From an optimization exercise on the open Yosys and OpenROAD flow, aimed at small area, a short achievable clock period and few clock cycles per item; shortcuts taken in it are not production practice. Function was checked by simulation only, so behaviour that the tests miss may differ from the original. Power and IR drop assume default switching activity.

==> design/flow/design.v <==
package flash_loader_pkg;
    localparam int BUS_WIDTH  = 8;
    localparam int WORD_WIDTH = 32;
    typedef enum logic [BUS_WIDTH-1:0] {
        REG_DATA0 = 8'h00,
        REG_DATA1 = 8'h01,
        REG_DATA2 = 8'h02,
        REG_DATA3 = 8'h03,
        REG_CTRL  = 8'h04
    } reg_addr_e;
    localparam int CTL_FILL_BIT       = 0;
    localparam int CTL_SAVE_BEGIN_BIT = 1;
    localparam int CTL_SAVE_END_BIT   = 2;
    localparam int STAT_DONE_BIT      = 0;
    localparam int STAT_PING_BUSY_BIT = 1;
    localparam int STAT_PONG_BUSY_BIT = 2;
    typedef enum logic [1:0] {
        BUF_IDLE,
        BUF_BUSY,
        BUF_DONE
    } buf_state_e;
    typedef enum logic [2:0] {
        S_IDLE,
        S_WAIT_SEGMENT,
        S_READ_WORD,
        S_WAIT_DATA,
        S_WRITE_WORD,
        S_NEXT,
        S_DONE
    } loader_state_e;
endpackage
`timescale 1ns/1ps
`timescale 1ns/1ps
`timescale 1ns/1ps
`timescale 1ns/1ps
module loader_nor3 (
    input  logic [2:0] a_i,
    output logic       y_o
);
    assign y_o = ~|a_i;
endmodule
module loader_nor2 (
    input  logic [1:0] a_i,
    output logic       y_o
);
    assign y_o = ~|a_i;
endmodule
module loader_dec5 (
    input  logic        en_i,
    input  logic [4:0]  a_i,
    output logic [31:0] y_o
);
    always_comb begin
        for (int i = 0; i < 32; i++) begin
            y_o[i] = en_i & (a_i == 5'(i));
        end
    end
endmodule
module loader_a41o (
    input  logic [3:0] a_i,
    input  logic       b_i,
    output logic       y_o
);
    assign y_o = (&a_i) | b_i;
endmodule
module loader_nand4 (
    input  logic [3:0] a_i,
    output logic       y_o
);
    assign y_o = ~&a_i;
endmodule
`timescale 1ns/1ps
import flash_loader_pkg::*;
module flash_loader_top #(
    parameter int SEGMENT_WORDS   = 16,
    parameter int FLASH_ADDR_BITS = 12
) (
    input  logic                                    clk,
    input  logic                                    reset_n,
    input  logic                                    stb_i,
    input  logic                                    we_i,
    input  logic [flash_loader_pkg::BUS_WIDTH-1:0]  adr_wr_i,
    input  logic [flash_loader_pkg::BUS_WIDTH-1:0]  adr_rd_i,
    input  logic [flash_loader_pkg::BUS_WIDTH-1:0]  dat_i,
    output logic [flash_loader_pkg::BUS_WIDTH-1:0]  dat_o,
    output logic                                    ack_o,
    input  logic                                    fill_we_i,
    input  logic [$clog2(SEGMENT_WORDS):0]          fill_addr_i,
    input  logic [flash_loader_pkg::WORD_WIDTH-1:0] fill_data_i,
    output logic                                    ping_busy_o,
    output logic                                    pong_busy_o,
    output logic                                    done_o,
    output logic                                    flash_valid_o,
    output logic [FLASH_ADDR_BITS-1:0]              flash_addr_o,
    output logic [flash_loader_pkg::WORD_WIDTH-1:0] flash_data_o,
    input  logic                                    flash_ready_i
);
    localparam int IDX_BITS = $clog2(SEGMENT_WORDS);
    localparam int PTR_BITS = IDX_BITS + 1;
    localparam int CNT_BITS = IDX_BITS + 2;
    localparam int WORDS    = 2 * SEGMENT_WORDS;
    logic                       wr;
    logic                       ctrl_wr;
    logic                       fill_start;
    logic [3:0]                 data_sel_q;
    logic [BUS_WIDTH-1:0]       wr_data_q;
    logic [BUS_WIDTH-1:0]       data_q [4];
    logic                       save_begin;
    logic                       save_end;
    logic [2*BUS_WIDTH-1:0]     staged;
    logic [FLASH_ADDR_BITS-1:0] begin_addr_q;
    logic [FLASH_ADDR_BITS-1:0] end_addr_q;
    assign ack_o      = stb_i;
    assign wr         = stb_i & we_i;
    logic wr_hi_zero;      
    logic wr_mid_zero;     
    logic fill_wr_n;       
    logic fill_lo;         
    loader_nor3  wr_hi_zero_inst  (.a_i(adr_wr_i[7:5]), .y_o(wr_hi_zero));
    loader_nor3  wr_mid_zero_inst (.a_i({adr_wr_i[4:3], adr_wr_i[1]}), .y_o(wr_mid_zero));
    loader_nand4 fill_wr_inst     (.a_i({stb_i, we_i, adr_wr_i[2], dat_i[CTL_FILL_BIT]}), .y_o(fill_wr_n));
    loader_nor2  fill_lo_inst     (.a_i({fill_wr_n, adr_wr_i[0]}), .y_o(fill_lo));
    assign ctrl_wr    = wr & wr_hi_zero & wr_mid_zero & adr_wr_i[2] & ~adr_wr_i[0];
    assign fill_start = wr_hi_zero & wr_mid_zero & fill_lo;
    always_ff @(posedge clk or negedge reset_n) begin
        if (!reset_n) begin
            data_sel_q <= '0;
        end else begin
            for (int i = 0; i < 4; i++) begin
                data_sel_q[i] <= wr & (adr_wr_i == BUS_WIDTH'(i));
            end
        end
    end
    always_ff @(posedge clk) begin
        wr_data_q <= dat_i;
    end
    always_ff @(posedge clk or negedge reset_n) begin
        if (!reset_n) begin
            for (int i = 0; i < 4; i++) begin
                data_q[i] <= '0;
            end
        end else begin
            for (int i = 0; i < 4; i++) begin
                if (data_sel_q[i]) begin
                    data_q[i] <= wr_data_q;
                end
            end
        end
    end
    assign save_begin = ctrl_wr & dat_i[CTL_SAVE_BEGIN_BIT];
    assign save_end   = ctrl_wr & dat_i[CTL_SAVE_END_BIT];
    assign staged     = {data_sel_q[1] ? wr_data_q : data_q[1],
                         data_sel_q[0] ? wr_data_q : data_q[0]};
    always_ff @(posedge clk or negedge reset_n) begin
        if (!reset_n) begin
            begin_addr_q <= '0;
            end_addr_q   <= '0;
        end else begin
            if (save_begin) begin
                begin_addr_q <= staged[FLASH_ADDR_BITS-1:0];
            end
            if (save_end) begin
                end_addr_q <= staged[FLASH_ADDR_BITS-1:0];
            end
        end
    end
    logic       hi_zero_a;
    logic       hi_zero_b;
    logic [7:0] lo_mux;
    loader_nor3 hi_zero_a_inst (.a_i(adr_rd_i[7:5]), .y_o(hi_zero_a));
    loader_nor2 hi_zero_b_inst (.a_i(adr_rd_i[4:3]), .y_o(hi_zero_b));
    always_comb begin
        case (adr_rd_i[2:0])
            3'd0:    lo_mux = data_q[0];
            3'd1:    lo_mux = data_q[1];
            3'd2:    lo_mux = data_q[2];
            3'd3:    lo_mux = data_q[3];
            3'd4:    lo_mux = {5'b0, pong_busy_o, ping_busy_o, done_o};
            default: lo_mux = '0;
        endcase
    end
    assign dat_o = {BUS_WIDTH{hi_zero_a & hi_zero_b}} & lo_mux;
    localparam int SLOTS = WORDS - 1;
    logic [WORD_WIDTH-1:0] mem [SLOTS];
    logic [WORD_WIDTH-1:0] rd_data;
    logic [WORDS-1:0]      rd_sel;
    logic [WORDS-1:0]      wr_sel;
    logic [CNT_BITS-1:0]   wr_cnt_q;    
    logic [CNT_BITS-1:0]   rd_cnt_q;    
    logic [PTR_BITS-1:0]   wr_ptr_q;    
    logic [PTR_BITS-1:0]   rd_ptr_q;    
    loader_dec5 wr_dec_inst (.en_i(fill_we_i), .a_i(wr_ptr_q), .y_o(wr_sel));
    loader_dec5 rd_dec_inst (.en_i(1'b1), .a_i(rd_ptr_q), .y_o(rd_sel));
    always_ff @(posedge clk) begin
        for (int i = 0; i < SLOTS; i++) begin
            if (wr_sel[i]) begin
                mem[i] <= fill_data_i;
            end
        end
    end
    always_comb begin
        rd_data = '0;
        for (int i = 0; i < SLOTS; i++) begin
            rd_data = rd_data | ({WORD_WIDTH{rd_sel[i]}} & mem[i]);
        end
    end
    logic                       running_q;
    logic                       first_q;      
    logic                       occ_q;        
    logic [1:0]                 full_q;
    logic                       half_q;       
    logic                       half_last_q;  
    logic [FLASH_ADDR_BITS-1:0] addr_q;
    logic [WORD_WIDTH-1:0]      out_q;
    logic                       xfer;
    logic                       at_end;
    logic                       more;
    logic                       load;
    logic                       finish;
    loader_a41o valid_inst (.a_i({wr_hi_zero, wr_mid_zero, fill_lo, occ_q & ~running_q}),
                            .b_i(occ_q & running_q), .y_o(flash_valid_o));
    assign flash_addr_o  = addr_q;
    assign flash_data_o  = out_q;
    assign xfer   = flash_valid_o & flash_ready_i;
    assign at_end = (addr_q == end_addr_q);
    assign more   = first_q | ~at_end;
    assign load   = (~occ_q | xfer) & (wr_cnt_q != rd_cnt_q) & more;
    assign finish = running_q & ~first_q & at_end & (~occ_q | xfer)
                  & (wr_cnt_q[IDX_BITS-1:0] == '0);
    always_ff @(posedge clk or negedge reset_n) begin
        if (!reset_n) begin
            running_q <= 1'b0;
            done_o    <= 1'b0;
            first_q   <= 1'b1;
            occ_q     <= 1'b0;
            wr_cnt_q  <= '0;
            rd_cnt_q  <= '0;
            wr_ptr_q  <= '0;
            rd_ptr_q  <= '0;
            full_q    <= '0;
        end else begin
            if (finish) begin
                running_q <= 1'b0;
                done_o    <= 1'b1;
                first_q   <= 1'b1;
                occ_q     <= 1'b0;
                wr_cnt_q  <= '0;
                rd_cnt_q  <= '0;
                wr_ptr_q  <= '0;
                rd_ptr_q  <= '0;
                full_q    <= '0;
            end else begin
                if (fill_start) begin
                    running_q <= 1'b1;
                    done_o    <= 1'b0;
                end
                if (load) begin
                    first_q  <= 1'b0;
                    occ_q    <= 1'b1;
                    rd_cnt_q <= rd_cnt_q + 1'b1;
                    rd_ptr_q <= (rd_ptr_q == PTR_BITS'(SLOTS - 1)) ? '0 : rd_ptr_q + 1'b1;
                end else if (xfer) begin
                    occ_q    <= 1'b0;
                end
                if (fill_we_i) begin
                    wr_cnt_q <= wr_cnt_q + 1'b1;
                    wr_ptr_q <= (wr_ptr_q == PTR_BITS'(SLOTS - 1)) ? '0 : wr_ptr_q + 1'b1;
                end
                for (int h = 0; h < 2; h++) begin
                    if (fill_we_i && fill_addr_i == {1'(h), IDX_BITS'(SEGMENT_WORDS - 1)}) begin
                        full_q[h] <= 1'b1;
                    end else if (xfer && half_last_q && half_q == 1'(h)) begin
                        full_q[h] <= 1'b0;
                    end
                end
            end
        end
    end
    assign ping_busy_o = full_q[0] & running_q;
    assign pong_busy_o = full_q[1] & running_q;
    always_ff @(posedge clk or negedge reset_n) begin
        if (!reset_n) begin
            addr_q      <= '0;
            half_q      <= 1'b0;
            half_last_q <= 1'b0;
        end else begin
            if (save_begin) begin
                addr_q <= staged[FLASH_ADDR_BITS-1:0];
            end else if (finish) begin
                addr_q <= begin_addr_q;
            end else if (load && !first_q) begin
                addr_q <= addr_q + 1'b1;
            end
            if (load) begin
                half_q      <= rd_cnt_q[IDX_BITS];
                half_last_q <= (rd_cnt_q[IDX_BITS-1:0] == IDX_BITS'(SEGMENT_WORDS - 1));
            end
        end
    end
    always_ff @(posedge clk) begin
        if (load) begin
            out_q <= rd_data;
        end
    end
endmodule
==> design/flow/run.sh <==
#!/bin/bash
# synth_recipe.tcl (not shown) runs the flow's synth.tcl, then flattens the netlist and writes it again
# the make line also repeats each setting of config.mk as NAME=value (left out here)
make -C /OpenROAD-flow-scripts/flow DESIGN_CONFIG=/design/flow/config.mk WORK_HOME=/design/flow/orfs CLKGATE_MAP_FILE= SYNTH_SCRIPT=/design/flow/synth_recipe.tcl finish
==> design/flow/config.mk <==
export PLATFORM = sky130hd
export DESIGN_NAME = flash_loader_top
export DESIGN_NICKNAME = flash_loader_top
export VERILOG_FILES = /design/flow/design.v
export SDC_FILE = /design/flow/constraint.sdc
export NUM_CORES = 4
export LEC_CHECK = 0
export CAP_MARGIN = 20
export CORE_MARGIN = 2
export CORE_UTILIZATION = 40
export CTS_BUF_LIST = sky130_fd_sc_hd__clkbuf_8
export CTS_CLUSTER_DIAMETER = 70
export CTS_CLUSTER_SIZE = 14
export SETUP_SLACK_MARGIN = 2.0
export SLEW_MARGIN = 20
export SYNTH_HIERARCHICAL = 1
export SYNTH_MINIMUM_KEEP_SIZE = 0
==> design/flow/constraint.sdc <==
create_clock -name core_clock -period 5.0 [get_ports {clk}]
set_input_delay 1.0000 -clock core_clock [delete_from_list [all_inputs] [get_ports {clk}]]
set_output_delay 1.0000 -clock core_clock [all_outputs]
set_load 0.01 [all_outputs]
==> metrics.md, run 1 <==
| Metric | Value |
|---|---|
| Run status | `complete, no violations` |
| DRT Wirelength | `roughly 130000 um` |
| Largest stage delay, worst path | `0.60 ns` |
| Die Area | `around 110000 um2` |
| Yosys warns | `10` |
| Min-delay worst type | `primary input to asynchronous set/reset pin` |
| Post-Synthesis Cell Area | `41800 um2` |
| 1st-iter DRT viols | `3228` |
| Initial antenna violation count | `4` |
| Post-Syn Instances | `around 2400` |
| Worst Path Required | `approximately 5.5 ns` |
| Root buf cell | `clkbuf_8` |
| Period Utilization, post-route | `between 60% and 70%` |
| Startpoint Class | `flip-flop` |
| First-pass GRT wire length | `186000 um` |
| Fmax | `328 MHz` |
| Die height | `327 um` |
| CTS Sinks | `about 1100` |
| Largest net degree at the start of global routing | `63` |
| Pwr Density | `419 nW/um2` |
| Setup ws final | `1.95 ns` |
| Minimum clock period | `3.05 ns` |
| Placed Area | `45600 um2` |
| Worst skew pair latency | `0.77 ns` |
| CP max stage cell | `or4_1` |
| Worst slew pin tran | `1.14 ns` |
| Clock skew | `0.0299 ns` |
| RSZ-0062 raised after global routing | `true` |
| Post-route cell area | `47700 um2` |
| Fin util | `46.1%` |
| Starting Density | `40.4%` |
| Critical Path Fanout Max | `22` |
| Nets | `approximately 2700` |
| Cts bufs inserted | `95` |
| Hold-fix buffer count after cts | `0` |
| DR WL/cell | `~33 um` |
| Layout filler cell count | `8689` |
| I/O pins | `about 120` |
| Total global routing overflow | `0` |
| H-tree levels | `3` |
| TNS Setup | `0 ns` |
| Total track usage | `about 24%` |
| Max Slew Vio Count | `0` |
| Worst Path Buf+Inv | `2` |
| Critical path endpoint category | `flip-flop` |
| Final ANT Viol Nets | `0` |
| Crit path DAT | `roughly 3.5 ns` |
| Proportion of layout cells with a drive suffix above 1 | `between 10% and 20%` |
| Max-slew headroom | `23.9%` |
| DP HPWL | `70800 um` |
| Clock transition at the registers of the reported paths | `0.10 ns` |
| LEAKAGE | `15.6 nW` |
| VDD IR max | `0.241 mV` |
| Top cell family by delay on the critical path | `simple AND/OR/NAND/NOR gates` |
| Max Cap Viol | `0` |
| CTS tree | `yes` |
| Std-Cell Core Area | `just over 100000 um2` |
| Vias in the first global route | `24700` |
| Routability cong. | `0.848` |
| Avg Cell Area, Syn | `17.7 um2` |
| DR vias | `25300` |
| PortBufs | `123` |
| Pre-CTS WS | `0.890 ns` |
| Clock Path Buffers | `3` |
| Critical path class | `flip-flop to flip-flop` |
| DR DRC count | `0` |
| Die Wd | `327 um` |
| Cell chain of the critical path | `nand4b_1, buf_4, nor2_4, buf_6, a22o_1, a221oi_1, nand3_1, or4_1` |
| Via density | `6.34` |
| Final Setup Violations | `0` |
| Area grow syn2layout | `14.2%` |
| Fin. Hold Viols | `0` |
| Rows | `118` |
| Drt pass-1 iters | `8` |
layer usage:
metal / track usage [%] / vias up / share of wire (%) / wire length (um)
li1: - / 10200 / - / -
met1: 33.7 / 13100 / 39 / 51200
met2: 39.2 / 1784 / 47 / 62000
met3: 4.27 / 289 / 11 / 14600
met4: 8.57 / 4 / 3.4 / 4560
met5: 0 / - / 0.020 / 27
state kept, by name, indices dropped and copies added, names as in the netlist:
signal        count
done_o            1
occ_q             1
addr_q           12
half_last_q       1
rd_cnt_q          6
wr_data_q         8
rd_ptr_q          5
out_q            32
mem             992
half_q            1
first_q           1
wr_ptr_q          5
begin_addr_q     12
running_q         1
end_addr_q       12
full_q            2
data_sel_q        4
data_q           32
wr_cnt_q          6
cell usage in the layout, fill, tap and decap left out, types with 22 or more instances in the layout:
master           count
edfxtp_1          1024
a22oi_1            320
nand3_1            107
clkbuf_8            96
dfrtp_1             94
buf_4               89
clkdlybuf4s50_1     86
a22o_1              65
a221oi_1            63
nor2_4              62
nand2_1             57
nand4_1             44
nor2_1              41
mux2_2              39
or4_1               34
a222oi_1            32
buf_12              28
inv_1               26
mux2i_1             22
report_power, final:
part	leakage, nW	switching, mW	internal, mW
Sequential	10.7	0.429	11.1
Clock	0.821	3.02	1.79
Combinational	4.11	2.33	1.27
final timing paths:
kind | from | slack [ns] | depth (start not counted) | to
min in group core_clock | begin_addr_q[7] | 0.49 | 1 | begin_addr_q[7]
setup reg to reg | rd_ptr_q[4] | 1.95 | 8 | out_q[23]
hold reg to reg | begin_addr_q[7] | 0.49 | 1 | begin_addr_q[7]
hold / removal | reset_n | 0.32 | 1 | data_q[1][6]
max in group asynchronous | reset_n | 3.59 | 2 | rd_ptr_q[3]
setup / recovery | rd_ptr_q[4] | 1.95 | 8 | out_q[23]
area by class of cell:
class	count	area [um2]	area share (%)
flip-flops and latches	1134	33500	70.2
multi-input cells	1096	8460	17.7
repair buffers	247	2480	5.20
well taps	1380	1730	3.62
clock buffers	96	1320	2.77
clock inverters	27	181	0.380
inverters	15	58.8	0.123
diodes	3	7.51	0.0157
timing repair:
item / in CTS / in global routing
pin swaps: 21 / 11
setup buffers: 33 / 12
resized for setup: 99 / 35
hold endpoints to repair: 0 / 0
gates cloned: 0 / 0
setup endpoints to repair: 141 / 43
stage by stage:
stage / total power, mW / instances / hold WS [ns]
finish: 20.0 / 3998 / 0.318
global route: 20.6 / 3996 / 0.349
CTS: 20.0 / 3983 / 0.293
detailed placement: 15.2 / 3827 / 0.467
global placement: 15.1 / 3824 / 0.460
floorplan: 13.2 / 2365 / 0.444
Testbench counts, summed over its fixed seeds: cycles 27,394, words 21,815.
==> inputs of run 2 (changes only) <==
--- a/design/flow/design.v
+++ b/design/flow/design.v
@@ -48,3 +48,2 @@
 module loader_dec5 (
-    input  logic        en_i,
     input  logic [4:0]  a_i,
@@ -54,3 +53,3 @@
         for (int i = 0; i < 32; i++) begin
-            y_o[i] = en_i & (a_i == 5'(i));
+            y_o[i] = (a_i == 5'(i));
         end
@@ -186,2 +185,3 @@
     logic [WORDS-1:0]      rd_sel;
+    logic [WORDS-1:0]      wr_slot;
     logic [WORDS-1:0]      wr_sel;
@@ -191,4 +191,5 @@
     logic [PTR_BITS-1:0]   rd_ptr_q;    
-    loader_dec5 wr_dec_inst (.en_i(fill_we_i), .a_i(wr_ptr_q), .y_o(wr_sel));
-    loader_dec5 rd_dec_inst (.en_i(1'b1), .a_i(rd_ptr_q), .y_o(rd_sel));
+    loader_dec5 wr_dec_inst (.a_i(wr_ptr_q), .y_o(wr_slot));
+    loader_dec5 rd_dec_inst (.a_i(rd_ptr_q), .y_o(rd_sel));
+    assign wr_sel = wr_slot & {WORDS{fill_we_i}};
     always_ff @(posedge clk) begin
==> run 2 against run 1 <==
Worst setup slack gained 0.044 ns. Synthesized area increased by 0.33%. Die area up 0.32%. Critical endpoint is now dat_o[1]. Largest cell class unchanged.
==> metrics.md, run 2 <==
| Metric | Value |
|---|---|
| Die Area | `107000 um2 (+0.32%)` |
| Routability cong. | `0.881 (+3.9%)` |
| Cts bufs inserted | `94 (-1.1%)` |
| Via density | `6.29 (-0.69%)` |
| Register area | `33500 um2 (about the same)` |
| Largest register FFs | `992 (unchanged)` |
| RSZ-0062 raised after global routing | `true` |
| Run status | `complete, no violations` |
| Layout filler cell count | `8947 (+3.0%)` |
| I/O pins | `124 (unchanged)` |
| Proportion of layout cells with a drive suffix above 1 | `15.5% (-0.29 points)` |
| DRT Wirelength | `134000 um (+1.3%)` |
| First-pass GRT wire length | `185000 um (-0.59%)` |
| Cell chain of the critical path | `buf_8, o21ai_4, nand3_2, buf_6, buf_6, buf_6, a21oi_2, buf_2` |
| CTS Sinks | `1134 (unchanged)` |
| Post-Synthesis Cell Area | `41900 um2 (+0.33%)` |
| PortBufs | `123 (unchanged)` |
| Drt pass-1 iters | `8 (unchanged)` |
| Max Slew Vio Count | `0 (unchanged)` |
| Rows | `118 (unchanged)` |
| H-tree levels | `3 (unchanged)` |
| DP HPWL | `74200 um (+4.8%)` |
| Biggest register | `mem` |
| Biggest regs | `mem: 992 flops, data_q: 32 flops, out_q: 32 flops` |
| Die Wd | `328 um (+0.16%)` |
| Starting Density | `40.4% (+0.075 points)` |
| Post-Syn Instances | `2397 (+1.7%)` |
| Clock transition at the registers of the reported paths | `0.10 ns (about the same)` |
| Largest stage delay, worst path | `0.16 ns (-0.44 ns)` |
| Max-slew headroom | `2.89% (-21 points)` |
| Pwr Density | `445 nW/um2 (+6.3%)` |
| Max Cap Viol | `0 (unchanged)` |
| Setup ws final | `2.00 ns (+0.0437 ns)` |
| Vias in the first global route | `24800 (+0.61%)` |
| Die height | `328 um (+0.16%)` |
| Crit path DAT | `2.00 ns (-1.53 ns)` |
| Std-Cell Core Area | `104000 um2 (+0.14%)` |
| Startpoint Class | `primary input` |
| Fin. Hold Viols | `0 (unchanged)` |
| CP max stage cell | `o21ai_4` |
| Pre-CTS WS | `0.757 ns (-0.134 ns)` |
| Worst skew pair latency | `0.77 ns (about the same)` |
| Largest net degree at the start of global routing | `59 (-6.3%)` |
| Period Utilization, post-route | `60.0% (-0.87 points)` |
| Min-delay worst type | `primary input to asynchronous set/reset pin` |
| Area grow syn2layout | `12.9%` |
| Minimum clock period | `3.00 ns (-0.0437 ns)` |
| LEAKAGE | `15.5 nW (-0.32%)` |
| Critical Path Fanout Max | `17 (-23%)` |
| Final Setup Violations | `0 (unchanged)` |
| Yosys warns | `10 (unchanged)` |
| Clock skew | `0.0392 ns (+0.00924 ns)` |
| Multi-input logic area | `8260 um2 (-2.4%)` |
| Nets | `2689 (+0.94%)` |
| Commonest non-fill, non-tap cell in the layout | `edfxtp_1` |
| Fmax | `333 MHz (+1.5%)` |
| Final ANT Viol Nets | `0 (unchanged)` |
| CTS tree | `yes` |
| Commonest cells after routing, fill and taps aside | `edfxtp_1 (1024), a22oi_1 (318), nand3_1 (110)` |
| Critical path endpoint category | `output port` |
| Worst Path Required | `4.00 ns (-1.49 ns)` |
| Most frequent CP cell | `buf_6` |
| Clock Path Buffers | `3 (unchanged)` |
| Critical path class | `primary input to output port` |
| Total track usage | `24.4% (about the same)` |
| Avg Cell Area, Syn | `17.5 um2 (-1.3%)` |
| DR WL/cell | `33.4 um (+0.73%)` |
| DR DRC count | `0 (unchanged)` |
| Initial antenna violation count | `6 (+2)` |
| Root buf cell | `clkbuf_8` |
| VDD IR max | `0.341 mV (+42%)` |
| TNS Setup | `0 ns (unchanged)` |
| 1st-iter DRT viols | `3737 (+16%)` |
| Total global routing overflow | `0 (unchanged)` |
| Worst slew pin tran | `1.46 ns (+0.317 ns)` |
| DR vias | `25300 (-0.095%)` |
==> run 2: cell type report <==
class | count | area share [%]
Clock inverter | 25 | 0.402
Multi-Input combinational cell | 1120 | 17.5
Antenna cell | 3 | 0.0159
Inverter | 19 | 0.156
Sequential cell | 1134 | 70.8
Clock buffer | 96 | 2.79
Timing Repair Buffer | 245 | 4.74
Tap cell | 1380 | 3.65
==> run 2: worst paths after layout <==
kind / startpoint / endpoint / slack, ns / depth (start not counted)
min in group core_clock: dat_i[0] / wr_data_q[0] / 0.48 / 1
min reg2reg: begin_addr_q[11] / begin_addr_q[11] / 0.48 / 2
max reg2reg: rd_ptr_q[3] / out_q[5] / 2.05 / 7
max in group asynchronous: reset_n / running_q / 3.59 / 2
min: reset_n / data_sel_q[0] / 0.23 / 1
max: adr_rd_i[1] / dat_o[1] / 2.00 / 8
==> run 2: per-stage QoR <==
step | power [mW] | hold slack [ns] | std cells | cell area (um2) | utilization, %
after global placement | 16.1 | 0.458 | 3863 | 45400 | 43.8
after detailed placement | 16.2 | 0.465 | 3863 | 45400 | 43.8
after floorplan | 13.8 | 0.434 | 2397 | 41900 | -
after global routing | 21.7 | 0.241 | 4020 | 47300 | 45.6
after CTS | 21.0 | 0.196 | 4006 | 47200 | 45.5
final | 21.1 | 0.234 | 4022 | 47300 | 45.6
==> run 2: critical path, delay by kind of cell <==
kind                   cells  cell delay [ns]
AOI/OAI and AO/OA          2             0.25
and+or+nand+nor            1             0.12
buffers and inverters      5             0.63
==> run 2: timing repair <==
item,CTS,global route
gates resized for setup,94,37
endpoints found under the setup margin,92,41
gates cloned,0,1
setup buffers,22,12
hold buffers,0,0
pin swaps,11,6
==> run 2: report_power, final <==
part / switching (mW) / internal (mW)
registers: 0.388 / 11.2
logic: 3.06 / 1.58
clock network: 3.01 / 1.83
==> run 2: layer usage <==
layer	part of all wire, %	GRT usage (%)
met4	4.0	8.55
met3	12	6.12
met5	0.017	0
met2	47	39.5
met1	38	32.2
Testbench counts of run 2, summed over its fixed seeds: cycles 27,394, words 21,815.
==> inputs of run 3 (changes only) <==
--- a/design/flow/config.mk
+++ b/design/flow/config.mk
@@ -13,3 +13,3 @@
 export CTS_CLUSTER_SIZE = 14
-export SETUP_SLACK_MARGIN = 2.0
+export SETUP_SLACK_MARGIN = 2.2
 export SLEW_MARGIN = 20
==> run 3 against run 2 <==
Still clean. Die area unchanged. Sequential share of layout area decreased by 1.2 points. Final area increased by 1.7%. Power increased by 2.9%. Global-route usage increased by 0.96 points. Maximum frequency increased by 3.4%. Critical path depth decreased by 5. Register-to-register slack improved by 0.08 ns. Non-clock buffer count increased by 37. Sequential cell count unchanged. Combinational power increased by about 10%. Count of clock-buffer cells in the layout decreased by 2. Critical endpoint is now dat_o[6]. Largest cell class unchanged. Highest routed layer unchanged.
==> metrics.md, run 3 <==
| Metric | Value |
|---|---|
| Run status | `complete, no violations` |
| Critical path class | `flip-flop to output port` |
| Post-Syn Instances | `2397 (unchanged)` |
| Post-Synthesis Cell Area | `41900 um2 (unchanged)` |
| TNS Setup | `0 ns (unchanged)` |
| Rows | `118 (unchanged)` |
| Critical Path Fanout Max | `2 (-15)` |
| Yosys warns | `10 (unchanged)` |
| Max Slew Vio Count | `0 (unchanged)` |
| Die Wd | `328 um (unchanged)` |
| Commonest cells after routing, fill and taps aside | `edfxtp_1 (1024), a22oi_1 (318), nand3_1 (110)` |
| Setup ws final | `2.10 ns (+0.0973 ns)` |
| Die height | `328 um (unchanged)` |
| 1st-iter DRT viols | `4119 (+10%)` |
| Area grow syn2layout | `14.8%` |
| Largest net degree at the start of global routing | `60 (+1.7%)` |
| DR DRC count | `0 (unchanged)` |
| Fin. Hold Viols | `0 (unchanged)` |
| Fmax | `344 MHz (+3.4%)` |
| I/O pins | `124 (unchanged)` |
| Total track usage | `25.4% (+0.96 points)` |
| RSZ-0062 raised after global routing | `true` |
| Proportion of layout cells with a drive suffix above 1 | `18.3% (+2.8 points)` |
| Cts bufs inserted | `94 (unchanged)` |
| VDD IR max | `0.290 mV (-15%)` |
| DP HPWL | `73200 um (-1.4%)` |
| Minimum clock period | `2.90 ns (-0.0973 ns)` |
| Startpoint Class | `flip-flop` |
| Largest stage delay, worst path | `0.45 ns (+0.29 ns)` |
| Crit path DAT | `1.90 ns (-0.10 ns)` |
| Cell chain of the critical path | `mux4_2, nor3b_2, buf_2` |
| Worst skew pair latency | `0.79 ns (+0.02 ns)` |
| Worst slew pin tran | `1.22 ns (-0.238 ns)` |
| Biggest regs | `mem: 992 flops, data_q: 32 flops, out_q: 32 flops` |
| Vias in the first global route | `25300 (+1.7%)` |
| H-tree levels | `3 (unchanged)` |
| Nets | `2729 (+1.5%)` |
| Critical path endpoint category | `output port` |
| Commonest non-fill, non-tap cell in the layout | `edfxtp_1` |
| DR vias | `25900 (+2.2%)` |
| Root buf cell | `clkbuf_8` |
| Fin util | `46.4% (+0.80 points)` |
| Clock Path Buffers | `3 (unchanged)` |
| Clock transition at the registers of the reported paths | `0.10 ns (about the same)` |
| Max-slew headroom | `18.6% (+16 points)` |
| Via density | `6.37 (+1.2%)` |
| Avg Cell Area, Syn | `17.5 um2 (unchanged)` |
| Max Cap Viol | `0 (unchanged)` |
| First-pass GRT wire length | `193000 um (+4.5%)` |
| Final ANT Viol Nets | `0 (unchanged)` |
| Starting Density | `40.4% (unchanged)` |
| Initial antenna violation count | `8 (+2)` |
| Biggest register | `mem` |
| Worst Path Required | `4.00 ns (about the same)` |
| LEAKAGE | `15.9 nW (+2.0%)` |
| Overall Power | `21.7 mW (+2.9%)` |
| Pre-CTS WS | `0.648 ns (-0.108 ns)` |
| PortBufs | `123 (unchanged)` |
| Largest register FFs | `992 (unchanged)` |
| Std-Cell Core Area | `104000 um2 (unchanged)` |
| DR WL/cell | `34.3 um (+2.7%)` |
| CTS Sinks | `1134 (unchanged)` |
| Die Area | `107000 um2 (unchanged)` |
| Period Utilization, post-route | `58.1% (-1.9 points)` |
| Clock skew | `0.0692 ns (+0.0301 ns)` |
| DRT Wirelength | `139000 um (+3.7%)` |
| Drt pass-1 iters | `6 (-2)` |
| CTS tree | `yes` |
| CP max stage cell | `mux4_2` |
| Routability cong. | `0.851 (-3.4%)` |
| Final Setup Violations | `0 (unchanged)` |
| Min-delay worst type | `primary input to asynchronous set/reset pin` |
| Total global routing overflow | `0 (unchanged)` |
| Pwr Density | `450 nW/um2 (+1.1%)` |
-- run 3: what timing repair did --
item                       CTS  global route
pin swaps                   27            20
buffers inserted            60            11
resized for setup          191            61
gates cloned                 4             1
hold buffers                 0             0
setup endpoints to repair  277            47
-- run 3: path summary, 6_finish.rpt --
check	from	to	slack [ns]	cells past startpoint
max in group asynchronous	reset_n	addr_q[7]	3.56	2
min in group core_clock	begin_addr_q[7]	begin_addr_q[7]	0.47	2
worst min register to register	begin_addr_q[7]	begin_addr_q[7]	0.47	2
worst min-delay path	reset_n	end_addr_q[11]	0.31	1
worst max-delay path	data_q[0][6]	dat_o[6]	2.10	3
worst max register to register	rd_ptr_q[4]	out_q[20]	2.13	8
-- run 3: routing by layer --
layer	GRT usage [%]	share of wire (%)
met1	34.9	38
met2	40.3	46
met3	5.47	12
met4	8.33	3.5
met5	0	0.046
-- run 3: stage by stage --
| stage | area, um2 | hold WS [ns] | std cells |
|---|---|---|---|
| 6_report | 48100 | 0.311 | 4061 |
| 5_1_grt | 48100 | 0.337 | 4057 |
| 4_1_cts | 47800 | 0.284 | 4042 |
| 3_5_place_dp | 45500 | 0.456 | 3860 |
| 3_3_place_gp | 45500 | 0.452 | 3860 |
| 2_1_floorplan | 41900 | 0.434 | 2397 |
-- run 3: cell type report --
cell class	instances	area, um2
diodes	5	12.5
repair buffers	282	2800
clock buffers	94	1290
flip-flops and latches	1134	33500
multi-input cells	1123	8460
fillers	8807	55500
well taps	1380	1730
clock inverters	24	263
inverters	19	71.3
-- run 3: worst max-delay path, delay by kind of cell (launching register included) --
family,cells,cell delay (ns)
muxes,1,0.45
DFF,1,0.42
buffers and inverters,1,0.13
and+or+nand+nor,1,0.16
-- run 3: power by group --
group / switching (mW) / leakage, nW / internal [mW] / total (mW)
sequential: 0.382 / 10.7 / 11.2 / 11.6
combinational: 3.30 / 4.37 / 1.82 / 5.12
clock: 3.05 / 0.831 / 1.91 / 4.96
==> inputs of run 4 (changes only) <==
--- a/design/flow/config.mk
+++ b/design/flow/config.mk
@@ -13,2 +13,3 @@
 export CTS_CLUSTER_SIZE = 14
+export PLACE_DENSITY = 0.8
 export SETUP_SLACK_MARGIN = 2.2
==> run 4 against run 3 <==
Count of clock-buffer cells in the layout decreased by 2. Synthesized area unchanged. Synthesized cell count unchanged. First-iteration DRC count rose by 25%. Non-clock buffer count increased by 9. Utilization decreased by 0.28 points. Worst setup slack worse by 0.034 ns. Global-route usage down 2.5 points. Largest power group unchanged. Highest routed layer unchanged.
==> metrics.md, run 4 <==
| Metric | Value |
|---|---|
| Worst slew pin tran | `1.24 ns (+0.0240 ns)` |
| Min-delay worst type | `primary input to asynchronous set/reset pin` |
| Register-to-Register Setup Slack | `2.21 ns (+0.08 ns)` |
| 1st-iter DRT viols | `5144 (+25%)` |
| Fmax | `340 MHz (-1.2%)` |
| Biggest regs | `mem: 992 flops, data_q: 32 flops, out_q: 32 flops` |
| Proportion of layout cells with a drive suffix above 1 | `17.3% (-0.99 points)` |
| Minimum clock period | `2.94 ns (+0.0340 ns)` |
| DP HPWL | `67200 um (-8.1%)` |
| Critical path endpoint category | `output port` |
| Nets | `2736 (+0.26%)` |
| DR WL/cell | `31.1 um (-9.3%)` |
| Area grow syn2layout | `14.1%` |
| Period Utilization, post-route | `58.8% (+0.68 points)` |
| Placed Area | `45300 um2 (-0.40%)` |
| Crit path DAT | `1.94 ns (+0.04 ns)` |
| Post-Synthesis Cell Area | `41900 um2 (unchanged)` |
| CTS tree | `yes` |
| TNS Setup | `0 ns (unchanged)` |
| Final Setup Violations | `0 (unchanged)` |
| Commonest non-fill, non-tap cell in the layout | `edfxtp_1` |
| Vias in the first global route | `25300 (+0.071%)` |
| Largest register FFs | `992 (unchanged)` |
| Overall Power | `21.2 mW (-2.0%)` |
| Total track usage | `22.9% (-2.5 points)` |
| Setup ws final | `2.06 ns (-0.0340 ns)` |
| Root buf cell | `clkbuf_8` |
| Cts bufs inserted | `91 (-3.2%)` |
| Avg Cell Area, Syn | `17.5 um2 (unchanged)` |
| Worst hold slack | `0.264 ns (-0.0476 ns)` |
| Startpoint Class | `primary input` |
| Post-Syn Instances | `2397 (unchanged)` |
| Layout filler cell count | `8460 (-3.9%)` |
| Clock skew | `0.0610 ns (-0.00825 ns)` |
| Die Area | `107000 um2 (unchanged)` |
| Clock Path Buffers | `3 (unchanged)` |
| Post-route cell area | `47800 um2 (-0.61%)` |
| Max Cap Viol | `0 (unchanged)` |
| Pre-CTS WS | `0.780 ns (+0.131 ns)` |
| Run status | `complete, no violations` |
| Max-slew headroom | `17.1% (-1.5 points)` |
| Via density | `6.37 (about the same)` |
| Fin. Hold Viols | `0 (unchanged)` |
| Std-Cell Core Area | `104000 um2 (unchanged)` |
| Critical path class | `primary input to output port` |
| LEAKAGE | `15.9 nW (about the same)` |
| Die height | `328 um (unchanged)` |
| DR vias | `26000 (+0.34%)` |
| DRT Wirelength | `127000 um (-9.0%)` |
| Drt pass-1 iters | `10 (+4)` |
| DR DRC count | `0 (unchanged)` |
| First-pass GRT wire length | `178000 um (-7.9%)` |
| H-tree levels | `3 (unchanged)` |
| Hold-fix buffer count after cts | `0 (unchanged)` |
| CTS Sinks | `1134 (unchanged)` |
| Clock transition at the registers of the reported paths | `0.10 ns (about the same)` |
| Die Wd | `328 um (unchanged)` |
| I/O pins | `124 (unchanged)` |
| Initial antenna violation count | `10 (+2)` |
| Biggest register | `mem` |
| Max Slew Vio Count | `0 (unchanged)` |
| Largest net degree at the start of global routing | `54 (-10%)` |
| Final ANT Viol Nets | `0 (unchanged)` |
| Starting Density | `40.4% (unchanged)` |
| Pwr Density | `444 nW/um2 (-1.4%)` |
| Rows | `118 (unchanged)` |
| PortBufs | `123 (unchanged)` |
| Worst skew pair latency | `0.80 ns (about the same)` |
| Commonest cells after routing, fill and taps aside | `edfxtp_1 (1024), a22oi_1 (318), buf_4 (127)` |
| Worst Path Required | `4.00 ns (about the same)` |
| Total global routing overflow | `0 (unchanged)` |
| RSZ-0062 raised after global routing | `true` |
| Yosys warns | `10 (unchanged)` |
| Routability cong. | `0.864 (+1.5%)` |
| Critical Path Fanout Max | `4 (+2)` |
| VDD IR max | `0.251 mV (-13%)` |
-- run 4: final timing paths --
check,endpoint,start,cells past startpoint
min in group core_clock,begin_addr_q[4],begin_addr_q[4],2
worst min register to register,begin_addr_q[4],begin_addr_q[4],2
worst min-delay path,end_addr_q[8],reset_n,1
worst max register to register,out_q[30],rd_ptr_q[0],7
max in group asynchronous,data_q[3][5],reset_n,2
worst max-delay path,dat_o[6],adr_rd_i[1],5
-- run 4: timing repair --
item	CTS	global route
endpoints found under the setup margin	245	87
gates resized for setup	146	49
buffers inserted	65	24
pin swaps	19	17
cloned	3	2
-- run 4: metrics by stage --
stage	utilization, %	cells
5_1_grt	46.1	4075
6_report	46.1	4075
3_3_place_gp	43.7	3854
4_1_cts	45.8	4044
2_1_floorplan	-	2397
3_5_place_dp	43.7	3854
-- run 4: critical path, cell delays in order --
cell and delay [ns]:
buf_12 0.08, buf_8 0.09, mux4_2 0.46, nor3b_2 0.16, buf_2 0.14
-- run 4: layout make-up --
class | count | area [um2] | share of cell area, %
inverters | 19 | 76.3 | 0.160
flip-flops and latches | 1134 | 33500 | 70.0
diodes | 5 | 12.5 | 0.0262
well taps | 1380 | 1730 | 3.61
multi-input cells | 1124 | 8380 | 17.5
clock inverters | 30 | 199 | 0.416
repair buffers | 291 | 2680 | 5.60
clock buffers | 92 | 1270 | 2.65
-- run 4: power by group --
group | internal (mW) | total (mW) | switching, mW
logic | 1.79 | 4.98 | 3.20
clock network | 1.72 | 4.67 | 2.95
registers | 11.2 | 11.6 | 0.368
total | 14.7 | 21.2 | 6.52
-- run 4: per-layer routing --
metal / global-route usage [%] / up-vias / share of wire, %
li1: - / 10300 / -
met1: 29.0 / 12700 / 33
met2: 36.6 / 2409 / 46
met3: 5.75 / 515 / 16
met4: 11.7 / 10 / 5.9
met5: 0 / - / 0.050
==> inputs of run 5 (changes only) <==
--- a/design/flow/config.mk
+++ b/design/flow/config.mk
@@ -9,3 +9,3 @@
 export CORE_MARGIN = 2
-export CORE_UTILIZATION = 40
+export CORE_UTILIZATION = 50
 export CTS_BUF_LIST = sky130_fd_sc_hd__clkbuf_8
@@ -13,3 +13,3 @@
 export CTS_CLUSTER_SIZE = 14
-export PLACE_DENSITY = 0.8
+export PLACE_DENSITY = 0.7
 export SETUP_SLACK_MARGIN = 2.2
==> run 5 against run 4 <==
Synthesized cell count is the same. Power shrank 0.17%. Via count shrank 0.16%. Synthesized area is the same. Critical path type unchanged. Non-clock buffer count shrank 17. Still clean. Clock power is essentially flat. Final area shrank 1.0%. Combinational power is essentially flat. Clock skew shrank 0.025 ns. Count of clock-buffer cells in the layout is the same. Sequential share of layout area grew 0.74 points. Sequential power is essentially flat.
==> metrics.md, run 5 <==
| Metric | Value |
|---|---|
| Run status | `complete, no violations` |
| Yosys warns | `10 (unchanged)` |
| PortBufs | `123 (unchanged)` |
| Worst Path Required | `4.00 ns (about the same)` |
| Fmax | `341 MHz (+0.29%)` |
| Initial antenna violation count | `4 (-6)` |
| Root buf cell | `clkbuf_8` |
| Total track usage | `29.5% (+6.5 points)` |
| RSZ-0062 raised after global routing | `true` |
| DR vias | `25900 (-0.16%)` |
| Startpoint Class | `primary input` |
| Rows | `106 (-10%)` |
| VDD IR max | `0.320 mV (+28%)` |
| Overall Power | `21.2 mW (-0.17%)` |
| Biggest register | `mem` |
| Critical path endpoint category | `output port` |
| Max Cap Viol | `0 (unchanged)` |
| Clock Path Buffers | `3 (unchanged)` |
| Placed Area | `45000 um2 (-0.61%)` |
| Routability cong. | `0.849 (-1.7%)` |
| Reg-to-Reg Start | `rd_ptr_q[3]` |
| Min-delay worst type | `primary input to asynchronous set/reset pin` |
| Commonest non-fill, non-tap cell in the layout | `edfxtp_1` |
| Largest net degree at the start of global routing | `62 (+15%)` |
| Area grow syn2layout | `12.9%` |
| Most frequent CP cell | `buf_12` |
| Cell chain of the critical path | `buf_12, buf_12, nor2_4, and3_4, a32oi_1, a21oi_2, buf_2` |
| Starting Density | `50.3% (+9.9 points)` |
| CP max stage cell | `and3_4` |
| Vias in the first global route | `25000 (-1.2%)` |
| Fin. Hold Viols | `0 (unchanged)` |
| Die Area | `86100 um2 (-20%)` |
| Nets | `2717 (-0.69%)` |
| Clock skew | `0.0359 ns (-0.0251 ns)` |
| Std-Cell Core Area | `83300 um2 (-20%)` |
| Post-route cell area | `47300 um2 (-1.0%)` |
| Total global routing overflow | `0 (unchanged)` |
| DP HPWL | `69400 um (+3.3%)` |
| DRT Wirelength | `129000 um (+2.0%)` |
| DR DRC count | `0 (unchanged)` |
| Period Utilization, post-route | `58.6% (-0.17 points)` |
| Die Wd | `293 um (-10%)` |
| LEAKAGE | `15.7 nW (-1.1%)` |
| Largest stage delay, worst path | `0.21 ns (-0.25 ns)` |
| Post-Synthesis Cell Area | `41900 um2 (unchanged)` |
| Pwr Density | `448 nW/um2 (+0.88%)` |
| Largest register FFs | `992 (unchanged)` |
| Drt pass-1 iters | `8 (-2)` |
| Layout filler cell count | `6254 (-26%)` |
| TNS Setup | `0 ns (unchanged)` |
| Via density | `6.92 (+8.7%)` |
| Clock transition at the registers of the reported paths | `0.09 ns (about the same)` |
| CTS Sinks | `1134 (unchanged)` |
| Biggest regs | `mem: 992 flops, data_q: 32 flops, out_q: 32 flops` |
| Critical Path Fanout Max | `7 (+3)` |
| H-tree levels | `3 (unchanged)` |
| Die height | `293 um (-10%)` |
| Critical path class | `primary input to output port` |
| Cts bufs inserted | `92 (+1.1%)` |
| Post-route insts no fill | `3742 (-8.2%)` |
| Avg Cell Area, Syn | `17.5 um2 (unchanged)` |
| Minimum clock period | `2.93 ns (-0.00855 ns)` |
| Final ANT Viol Nets | `0 (unchanged)` |
| Crit path DAT | `1.93 ns (about the same)` |
| DR WL/cell | `34.6 um (+11%)` |
| Worst slew pin tran | `1.12 ns (-0.123 ns)` |
| Final Setup Violations | `0 (unchanged)` |
| First-pass GRT wire length | `180000 um (+1.1%)` |
| Crit path from | `adr_rd_i[1]` |
| Post-Syn Instances | `2397 (unchanged)` |
| CTS tree | `yes` |
| Worst skew pair latency | `0.78 ns (-0.02 ns)` |
| I/O pins | `124 (unchanged)` |
| Proportion of layout cells with a drive suffix above 1 | `17.1% (-0.18 points)` |
| Max Slew Vio Count | `0 (unchanged)` |
| Max-slew headroom | `25.2% (+8.0 points)` |
| Commonest cells after routing, fill and taps aside | `edfxtp_1 (1024), a22oi_1 (318), buf_4 (114)` |
| 1st-iter DRT viols | `4598 (-11%)` |
| Inst Count DP | `3561 (-7.6%)` |
-- run 5: metal layers --
metal	vias up	wire length, um	GRT usage (%)
met2	2184	59600	46.4
met1	13000	45300	40.2
li1	10300	-	-
met5	-	24	0
met3	403	18100	6.85
met4	4	6200	11.4
-- run 5: path summary, 6_finish.rpt --
kind | to | cells past startpoint | slack [ns]
setup / recovery | dat_o[1] | 7 | 2.07
hold / removal | occ_q | 1 | 0.31
setup reg to reg | out_q[13] | 7 | 2.20
hold reg to reg | begin_addr_q[11] | 2 | 0.48
max in group asynchronous | addr_q[2] | 2 | 3.57
min in group core_clock | begin_addr_q[11] | 2 | 0.48
-- run 5: what timing repair did --
action                     CTS  global route
pin swaps                   25            15
resized for setup          168            52
hold buffers                 0             0
buffers inserted            44            21
cloned                       1             1
setup endpoints to repair  234            54
-- run 5: metrics by stage --
stage          hold slack [ns]  util, %  setup WS, ns
3_5_place_dp             0.461     54.1         0.850
3_3_place_gp             0.459     54.0         0.853
4_1_cts                  0.325     56.4          2.05
5_1_grt                  0.354     56.8          2.02
2_1_floorplan            0.434        -          2.18
6_report                 0.312     56.8          2.07
-- run 5: report_power, final --
group	internal (mW)	leakage, nW	switching (mW)
Clock	1.74	0.754	2.92
Combinational	1.76	4.28	3.20
Sequential	11.2	10.7	0.368
-- run 5: cell type report --
type	instances	area, um2	area share (%)
diodes	2	5.00	0.0106
repair buffers	274	2590	5.47
flip-flops and latches	1134	33500	70.8
well taps	1080	1350	2.86
clock buffers	92	1270	2.68
clock inverters	20	153	0.323
multi-input cells	1121	8400	17.7
inverters	19	78.8	0.167
-- run 5: critical path, delay by kind of cell --
family	cells	cell delay [ns]
and+or+nand+nor	2	0.31
buffers and inverters	3	0.39
AOI/OAI and AO/OA	2	0.22
==> inputs of run 6 (changes only) <==
--- a/design/flow/config.mk
+++ b/design/flow/config.mk
@@ -7,3 +7,3 @@
 export LEC_CHECK = 0
-export CAP_MARGIN = 20
+export CAP_MARGIN = 10
 export CORE_MARGIN = 2
@@ -15,3 +15,3 @@
 export SETUP_SLACK_MARGIN = 2.2
-export SLEW_MARGIN = 20
+export SLEW_MARGIN = 10
 export SYNTH_HIERARCHICAL = 1
==> run 6 against run 5 <==
Still clean. Worst setup slack improved by 0.014 ns. Worst hold slack got worse by 0.010 ns. Clock skew rose by 0.011 ns. Global-route usage rose by 0.33 points. Critical path depth fell by 1. Critical path type unchanged. Critical endpoint is now dat_o[6].
==> metrics.md, run 6 <==
| Metric | Value |
|---|---|
| Total track usage | `29.8% (+0.33 points)` |
| Max Cap Viol | `0 (unchanged)` |
| Drt pass-1 iters | `7 (-1)` |
| Critical path class | `primary input to output port` |
| Max Slew Vio Count | `0 (unchanged)` |
| Setup ws final | `2.08 ns (+0.0143 ns)` |
| Fmax | `343 MHz (+0.49%)` |
| Startpoint Class | `primary input` |
| Commonest cells after routing, fill and taps aside | `edfxtp_1 (1024), a22oi_1 (318), buf_4 (118)` |
| Period Utilization, post-route | `58.3% (-0.29 points)` |
| Largest register FFs | `992 (unchanged)` |
| Total global routing overflow | `0 (unchanged)` |
| Cts bufs inserted | `92 (unchanged)` |
| LEAKAGE | `15.7 nW (about the same)` |
| H-tree levels | `3 (unchanged)` |
| Worst skew pair latency | `0.77 ns (about the same)` |
| Pwr Density | `447 nW/um2 (-0.14%)` |
| Worst Path Required | `4.00 ns (about the same)` |
| Crit path DAT | `1.92 ns (about the same)` |
| VDD IR max | `0.283 mV (-12%)` |
| Starting Density | `50.3% (unchanged)` |
| Largest net degree at the start of global routing | `62 (unchanged)` |
| DR vias | `26000 (+0.29%)` |
| Commonest non-fill, non-tap cell in the layout | `edfxtp_1` |
| Post-Synthesis Cell Area | `41900 um2 (unchanged)` |
| Initial antenna violation count | `4 (unchanged)` |
| Critical path endpoint category | `output port` |
| Clock skew | `0.0473 ns (+0.0115 ns)` |
| Minimum clock period | `2.92 ns (-0.0143 ns)` |
| I/O pins | `124 (unchanged)` |
| Rows | `106 (unchanged)` |
| DR DRC count | `0 (unchanged)` |
| Proportion of layout cells with a drive suffix above 1 | `17.1% (unchanged)` |
| Die Wd | `293 um (unchanged)` |
| Std-Cell Core Area | `83300 um2 (unchanged)` |
| Hold-fix buffer count after cts | `0 (unchanged)` |
| Via density | `6.94 (+0.21%)` |
| Max-slew headroom | `5.87% (-19 points)` |
| Biggest register | `mem` |
| Placed Area | `45000 um2 (-0.11%)` |
| Avg Cell Area, Syn | `17.5 um2 (unchanged)` |
| Area grow syn2layout | `13.0% (about the same)` |
| Run status | `complete, no violations` |
| CTS Sinks | `1134 (unchanged)` |
| Final ANT Viol Nets | `0 (unchanged)` |
| Critical Path Fanout Max | `5 (-2)` |
| DP HPWL | `69100 um (-0.45%)` |
| Pre-CTS WS | `0.861 ns (+0.0108 ns)` |
| DR WL/cell | `34.8 um (+0.68%)` |
| DRT Wirelength | `130000 um (+0.76%)` |
| Routability cong. | `0.849 (unchanged)` |
| Min-delay worst type | `primary input to asynchronous set/reset pin` |
| Vias in the first global route | `25300 (+1.3%)` |
| First-pass GRT wire length | `181000 um (+0.86%)` |
| Clock transition at the registers of the reported paths | `0.10 ns (about the same)` |
| 1st-iter DRT viols | `4247 (-7.6%)` |
| Root buf cell | `clkbuf_8` |
| RSZ-0062 raised after global routing | `true` |
| Fin. Hold Viols | `0 (unchanged)` |
| Die Area | `86100 um2 (unchanged)` |
| Post-Syn Instances | `2397 (unchanged)` |
| Biggest regs | `mem: 992 flops, data_q: 32 flops, out_q: 32 flops` |
| Final Setup Violations | `0 (unchanged)` |
| Worst slew pin tran | `1.41 ns (+0.293 ns)` |
| Post-route cell area | `47300 um2 (about the same)` |
| Yosys warns | `10 (unchanged)` |
| PortBufs | `123 (unchanged)` |
| TNS Setup | `0 ns (unchanged)` |
| Clock Path Buffers | `3 (unchanged)` |
| CTS tree | `yes` |
| Die height | `293 um (unchanged)` |
| Nets | `2716 (-0.037%)` |
## run 6: cell types whose count changed in the layout (fill, tap and decap cells not counted), moves of 3 or more
cell	previous run	this run
clkbuf_2	3	6
dlygate4sd2_1	11	8
diode_2	2	5
nor2_2	4	7
buf_2	12	7
buf_4	114	118
## run 6: layout make-up
class	count	area, um2
tap	1080	1350
inverter	19	78.8
clock buffer	94	1290
clock inverter	19	128
antenna	5	12.5
timing repair buffer	271	2570
fill	6178	36000
multi-input combinational	1123	8410
sequential	1134	33500
## run 6: per-stage QoR
| step | power [mW] | utilization (%) | hold WS (ns) | std cells |
|---|---|---|---|---|
| after floorplan | 13.8 | - | 0.434 | 2397 |
| after global placement | 16.0 | 54.0 | 0.459 | 3559 |
| after detailed placement | 16.1 | 54.0 | 0.457 | 3559 |
| after CTS | 20.9 | 56.5 | 0.328 | 3721 |
| after global routing | 21.7 | 56.8 | 0.351 | 3743 |
| final | 21.2 | 56.8 | 0.302 | 3745 |
## run 6: repair_timing
item,4_1_cts,5_1_grt
buffers inserted,44,19
gates resized for setup,178,51
endpoints found under the setup margin,258,57
cloned,5,0
pin swaps,29,23
## run 6: final timing paths
path                                  startpoint               end  slack (ns)  cells after the start
max in group asynchronous                reset_n         addr_q[7]        3.56                      2
worst max register to register       rd_ptr_q[3]         out_q[10]        2.11                      6
worst max-delay path                 adr_rd_i[7]          dat_o[6]        2.08                      6
worst min register to register  begin_addr_q[10]  begin_addr_q[10]        0.47                      2
min in group core_clock                 dat_i[0]      wr_data_q[0]        0.37                      1
worst min-delay path                     reset_n             occ_q        0.30                      1
## run 6: per-layer routing
layer	wire, um	part of all wire, %	track usage [%]	vias to the layer above
li1	-	-	-	10300
met1	45400	35	39.8	13100
met2	59500	46	46.5	2181
met3	18300	14	7.75	442
met4	7090	5.4	12.9	4
met5	26	0.020	0	-
## run 6: where the power goes
part / leakage [nW] / total [mW] / switching, mW / internal, mW
Clock: 0.755 / 4.63 / 2.90 / 1.72
Combinational: 4.27 / 4.96 / 3.23 / 1.73
Sequential: 10.7 / 11.6 / 0.367 / 11.2
## run 6: worst max-delay path, cell delays in order
cell and delay (ns):
buf_6 0.09, nor3_4 0.21, nand3_4 0.14, buf_6 0.14, nor3b_2 0.16, buf_2 0.16
==> inputs of run 7 (changes only) <==
==> design/flow/flow/run.sh (new file) <==
#!/bin/bash
# The standard layout, unchanged except that the input and output port
# buffers are a plain buffer cell instead of the delay cell buffer_ports
# picks by default (timing repair still resizes them where needed).
# make's full output goes to standard.log; ORFS keeps each step's log
# under orfs/logs/.
set -euo pipefail
export BUFFER_PORTS_ARGS="-buffer_cell sky130_fd_sc_hd__buf_1"
bash standard.sh > standard.log 2>&1
==> design/flow/standard.sh (new file) <==
#!/bin/bash
# synth_recipe.tcl (not shown) runs the flow's synth.tcl, then flattens the netlist and writes it again
# the make line also repeats each setting of config.mk as NAME=value (left out here)
make -C /OpenROAD-flow-scripts/flow DESIGN_CONFIG=/design/flow/config.mk WORK_HOME=/design/flow/orfs CLKGATE_MAP_FILE= SYNTH_SCRIPT=/design/flow/synth_recipe.tcl "${@:-finish}"
--- a/design/flow/config.mk
+++ b/design/flow/config.mk
@@ -7,3 +7,3 @@
 export LEC_CHECK = 0
-export CAP_MARGIN = 10
+export CAP_MARGIN = 20
 export CORE_MARGIN = 2
@@ -15,3 +15,3 @@
 export SETUP_SLACK_MARGIN = 2.2
-export SLEW_MARGIN = 10
+export SLEW_MARGIN = 20
 export SYNTH_HIERARCHICAL = 1
removed: design/flow/run.sh
==> run 7 against run 6 <==
Count of clock-buffer cells in the layout is the same. Utilization decreased by 0.92 points. Combinational power decreased by 9.3%. Register-to-register slack worse by 0.02 ns. Worst setup slack better by 0.0092 ns. Clock power rose by 3%. Largest power group unchanged.
==> metrics.md, run 7 <==
| Metric | Value |
|---|---|
| DRT Wirelength | `130000 um (about the same)` |
| Inst Count DP | `3565 (+0.17%)` |
| Starting Density | `50.3% (unchanged)` |
| Routability cong. | `0.879 (+3.5%)` |
| Crit path DAT | `3.38 ns (+1.46 ns)` |
| Worst slew pin tran | `1.35 ns (-0.0630 ns)` |
| Post-Route M1 WL | `45300 um (about the same)` |
| Vias in the first global route | `25200 (-0.56%)` |
| Final Setup Violations | `0 (unchanged)` |
| Critical path class | `flip-flop to flip-flop` |
| CTS tree | `yes` |
| Max Cap Viol | `0 (unchanged)` |
| Max Slew Vio Count | `0 (unchanged)` |
| Drt pass-1 iters | `6 (-1)` |
| Yosys warns | `10 (unchanged)` |
| Clock skew | `0.0593 ns (+0.0120 ns)` |
| Die Area | `86100 um2 (unchanged)` |
| Critical Path Fanout Max | `17 (+12)` |
| 1st-iter DRT viols | `4500 (+6.0%)` |
| Post-Syn Instances | `2397 (unchanged)` |
| DR WL/cell | `34.8 um (+0.14%)` |
| Metal2 WL | `60400 um (+1.6%)` |
| Clock transition at the registers of the reported paths | `0.10 ns (about the same)` |
| DR DRC count | `0 (unchanged)` |
| DP HPWL | `70700 um (+2.3%)` |
| Total track usage | `29.7% (-0.12 points)` |
| LEAKAGE | `15.4 nW (-1.7%)` |
| Overall Power | `20.8 mW (-1.5%)` |
| DR vias | `25800 (-0.63%)` |
| Commonest non-fill, non-tap cell in the layout | `edfxtp_1` |
| Pwr Density | `448 nW/um2 (+0.16%)` |
| Avg Cell Area, Syn | `17.5 um2 (unchanged)` |
| Register area | `33500 um2 (about the same)` |
| Fin util | `55.9% (-0.92 points)` |
| Nets | `2706 (-0.37%)` |
| RSZ-0062 raised after global routing | `true` |
| CTS Sinks | `1134 (unchanged)` |
| Run status | `complete, no violations` |
| Rows | `106 (unchanged)` |
| Worst Path Required | `5.48 ns (+1.48 ns)` |
| Min-delay worst type | `primary input to asynchronous set/reset pin` |
| Fmax | `344 MHz (+0.32%)` |
| Commonest cells after routing, fill and taps aside | `edfxtp_1 (1024), a22oi_1 (318), buf_4 (111)` |
| TNS Setup | `0 ns (unchanged)` |
| Via density | `6.91 (-0.42%)` |
| First-pass GRT wire length | `182000 um (about the same)` |
| Total global routing overflow | `0 (unchanged)` |
| Post-route insts no fill | `3737 (-0.21%)` |
| Minimum clock period | `2.91 ns (-0.00922 ns)` |
| H-tree levels | `3 (unchanged)` |
| PortBufs | `123 (unchanged)` |
| Biggest regs | `mem: 992 flops, data_q: 32 flops, out_q: 32 flops` |
| Pre-CTS WS | `1.24 ns (+0.378 ns)` |
| VDD IR max | `0.314 mV (+11%)` |
| DR top layer | `met5` |
| Largest net degree at the start of global routing | `71 (+15%)` |
| Clock Path Buffers | `3 (unchanged)` |
| Die Wd | `293 um (unchanged)` |
| Layout filler cell count | `6258 (+1.3%)` |
| Setup ws final | `2.09 ns (+0.00922 ns)` |
| Initial antenna violation count | `5 (+1)` |
| Std-Cell Core Area | `83300 um2 (unchanged)` |
| Worst skew pair latency | `0.77 ns (about the same)` |
| Cts bufs inserted | `92 (unchanged)` |
| Period Utilization, post-route | `58.1% (-0.18 points)` |
| Max-slew headroom | `9.97% (+4.1 points)` |
| Met3 routed WL | `18300 um (about the same)` |
| Final ANT Viol Nets | `0 (unchanged)` |
| Multi-input logic area | `8350 um2 (-0.79%)` |
| Post-Synthesis Cell Area | `41900 um2 (unchanged)` |
| Area grow syn2layout | `11.1%` |
| Hold-fix buffer count after cts | `0 (unchanged)` |
| Fin. Hold Viols | `0 (unchanged)` |
| Root buf cell | `clkbuf_8` |
| Largest register FFs | `992 (unchanged)` |
| Biggest register | `mem` |
| Proportion of layout cells with a drive suffix above 1 | `16.3% (-0.79 points)` |
| Die height | `293 um (unchanged)` |
| Critical path endpoint category | `flip-flop` |
| Startpoint Class | `flip-flop` |
| I/O pins | `124 (unchanged)` |
## run 7: changes by cell type in the layout (fill, tap and decap cells not counted), sizes merged, moves of 2 or more
| cell | previous run | this run |
|---|---|---|
| buf | 164 | 239 |
| clkbuf | 100 | 116 |
| clkdlybuf4s15 | 4 | 0 |
| clkdlybuf4s50 | 87 | 0 |
| clkinvlp | 3 | 0 |
| diode | 5 | 3 |
| dlygate4sd2 | 8 | 0 |
| inv | 31 | 38 |
## run 7: final cells by class
cell class,count,area share [%]
diodes,3,0.0161
repair buffers,262,3.93
well taps,1080,2.90
inverters,19,0.169
clock buffers,94,2.78
multi-input cells,1122,17.9
flip-flops and latches,1134,71.9
clock inverters,23,0.398
## run 7: final timing paths
kind | start | to | slack, ns | depth (start not counted)
hold reg to reg | begin_addr_q[10] | begin_addr_q[10] | 0.48 | 2
max in group asynchronous | reset_n | first_q | 4.08 | 2
setup / recovery | rd_ptr_q[1] | out_q[1] | 2.09 | 7
hold / removal | reset_n | done_o | 0.15 | 1
setup reg to reg | rd_ptr_q[1] | out_q[1] | 2.09 | 7
min in group core_clock | dat_i[7] | wr_data_q[7] | 0.34 | 1
## run 7: per-stage QoR
step	hold slack (ns)	cell area, um2
2_1_floorplan	0.434	41900
3_3_place_gp	0.450	44200
3_5_place_dp	0.454	44200
4_1_cts	0.301	46100
5_1_grt	0.136	46600
6_report	0.155	46600
## run 7: per-layer routing
layer	vias up	global-route usage (%)
li1	10300	-
met1	13000	40.6
met2	2130	47.1
met3	376	6.23
met4	6	11.3
met5	-	0.454
## run 7: timing repair
item / in CTS / in global routing
gates cloned: 2 / 4
endpoints found under the hold margin: 0 / 0
buffers inserted: 24 / 21
endpoints found under the setup margin: 80 / 67
pin swaps: 14 / 12
gates resized for setup: 62 / 44
## run 7: power by group
group	switching, mW	internal (mW)
sequential	0.412	11.2
combinational	3.07	1.43
clock	2.96	1.79
total	6.44	14.4
## run 7: worst max-delay path, stage by stage (launching register included)
cell	delay, ns
dfrtp_2	0.51
nand3_2	0.28
nor2_4	0.19
buf_4	0.29
a22o_1	0.25
a221oi_2	0.35
nand3_1	0.18
or4_1	0.56
==> inputs of run 8 (changes only) <==
--- a/design/flow/config.mk
+++ b/design/flow/config.mk
@@ -9,3 +9,3 @@
 export CORE_MARGIN = 2
-export CORE_UTILIZATION = 50
+export CORE_UTILIZATION = 40
 export CTS_BUF_LIST = sky130_fd_sc_hd__clkbuf_8
@@ -13,3 +13,2 @@
 export CTS_CLUSTER_SIZE = 14
-export PLACE_DENSITY = 0.7
 export SETUP_SLACK_MARGIN = 2.2
==> run 8 against run 7 <==
Power grew 1.2%. Synthesized cell count is the same. Count of clock-buffer cells in the layout unchanged. Sequential power about the same. Final area increased by 1.0%. Critical path depth fell by 2. Die area is 25% higher. Sequential share of layout area fell by 0.72 points. Final cell count up 8.4%. First-iteration DRC count down 4.7%. Utilization fell by 11 points. Largest power group unchanged.
==> metrics.md, run 8 <==
| Metric | Value |
|---|---|
| Fin. Hold Viols | `0 (unchanged)` |
| Reg-to-Reg Start | `rd_ptr_q[3]` |
| Hold path depth | `1` |
| 1st-iter DRT viols | `4287 (-4.7%)` |
| I/O pins | `124 (unchanged)` |
| Std-Cell Core Area | `104000 um2 (+24%)` |
| Critical Path Fanout Max | `5 (-12)` |
| Biggest regs | `mem: 992 flops, data_q: 32 flops, out_q: 32 flops` |
| Largest net degree at the start of global routing | `62 (-13%)` |
| Critical path class | `primary input to output port` |
| Yosys warns | `10 (unchanged)` |
| Placed Area | `44700 um2 (+1.1%)` |
| Die Area | `107000 um2 (+25%)` |
| Initial antenna violation count | `8 (+3)` |
| Final ANT Viol Nets | `0 (unchanged)` |
| Register-to-Register Setup Slack | `2.16 ns (+0.07 ns)` |
| Vias in the first global route | `25100 (-0.24%)` |
| Die height | `328 um (+12%)` |
| Drt pass-1 iters | `6 (unchanged)` |
| Top cell family by delay on the critical path | `multiplexers` |
| H-tree levels | `3 (unchanged)` |
| Nets | `2718 (+0.44%)` |
| Inst Count DP | `3883 (+8.9%)` |
| Proportion of layout cells with a drive suffix above 1 | `16.6% (+0.29 points)` |
| Cts bufs inserted | `93 (+1.1%)` |
| Worst Path Required | `4.00 ns (-1.48 ns)` |
| Post-Synthesis Cell Area | `41900 um2 (unchanged)` |
| Crit path from | `adr_rd_i[1]` |
| Post-route insts no fill | `4052 (+8.4%)` |
| Biggest register | `mem` |
| Final Setup Violations | `0 (unchanged)` |
| Pwr Density | `449 nW/um2 (+0.24%)` |
| Hold-fix buffer count after cts | `0 (unchanged)` |
| Worst skew pair latency | `0.79 ns (+0.02 ns)` |
| CTS tree | `yes` |
| Clock transition at the registers of the reported paths | `0.09 ns (about the same)` |
| Total track usage | `25.1% (-4.6 points)` |
| Run status | `complete, no violations` |
| Worst slew pin tran | `1.16 ns (-0.187 ns)` |
| Startpoint Class | `primary input` |
| Fin util | `45.4% (-11 points)` |
| Max Cap Viol | `0 (unchanged)` |
| Starting Density | `40.4% (-9.9 points)` |
| LEAKAGE | `15.4 nW (+0.11%)` |
| First-pass GRT wire length | `191000 um (+5.4%)` |
| CP max stage cell | `mux4_2` |
| Fmax | `335 MHz (-2.7%)` |
| Largest register FFs | `992 (unchanged)` |
| Area grow syn2layout | `12.2%` |
| Clock Path Buffers | `3 (unchanged)` |
| Avg Cell Area, Syn | `17.5 um2 (unchanged)` |
| Critical path endpoint category | `output port` |
| Reg2reg path depth | `6 (-1)` |
| Root buf cell | `clkbuf_8` |
| End of the worst register-to-register path | `out_q[9]` |
| CTS Sinks | `1134 (unchanged)` |
| Max Slew Vio Count | `0 (unchanged)` |
| Commonest non-fill, non-tap cell in the layout | `edfxtp_1` |
| Largest stage delay, worst path | `0.49 ns (-0.07 ns)` |
| PortBufs | `123 (unchanged)` |
| Minimum clock period | `2.99 ns (+0.0800 ns)` |
| Worst hold slack | `0.337 ns (+0.182 ns)` |
| Overall Power | `21.1 mW (+1.2%)` |
| Crit path DAT | `1.99 ns (-1.39 ns)` |
| Worst Min Path Start | `dat_i[7]` |
| TNS Setup | `0 ns (unchanged)` |
| Hold endpoint | `wr_data_q[7]` |
| Post-route cell area | `47000 um2 (+1.0%)` |
| DR WL/cell | `33.9 um (-2.8%)` |
| VDD IR max | `0.266 mV (-15%)` |
run 8: worst max path at each step:
stage	endpoint	slack (ns)	cells past startpoint
floorplan	addr_q[5]	2.18	9
global placement	out_q[8]	1.23	9
detailed placement	out_q[19]	1.21	9
CTS	dat_o[6]	2.02	5
global route	dat_o[5]	1.97	7
finish	dat_o[6]	2.01	5
run 8: timing repair:
action,4_1_cts,5_1_grt
cloned,3,0
gates resized for setup,58,55
pin swaps,14,19
setup buffers,19,23
setup endpoints to repair,92,47
run 8: where the power goes:
part	total [mW]	switching [mW]	leakage [nW]	internal [mW]
Sequential	11.6	0.443	10.7	11.2
Combinational	4.57	3.10	3.93	1.47
Clock	4.90	3.05	0.824	1.85
Total	21.1	6.59	15.4	14.5
run 8: worst register-to-register path, cell delays in order, from the launching register on:
cell and delay (ns):
dfrtp_2 0.48, or3b_4 0.50, nor2_4 0.63, buf_4 0.56, a22oi_1 0.23, nand4_1 0.16, or4_1 0.15
run 8: layout make-up:
type / count / area [um2]
Timing Repair Buffer: 274 / 1880
Sequential cell: 1134 / 33500
Clock buffer: 94 / 1290
Clock inverter: 26 / 228
Multi-Input combinational cell: 1121 / 8350
Fill cell: 8916 / 56600
Antenna cell: 4 / 10.0
Tap cell: 1380 / 1730
Inverter: 19 / 73.8
run 8: layer usage:
layer	track usage, %	wire length (um)	vias up
met5	0	44	-
met4	8.06	5070	6
met3	5.43	16500	311
met2	39.5	63000	1869
met1	35.0	52500	13300
li1	-	-	10300

Check on run 8: ideal ports give 2.014 ns setup slack; a clkbuf_16 on the clock port and buf_2 on the inputs give 1.974 ns; moving port delays by the midpoint clock arrival (0.822 ns) as well gives 1.478 ns.
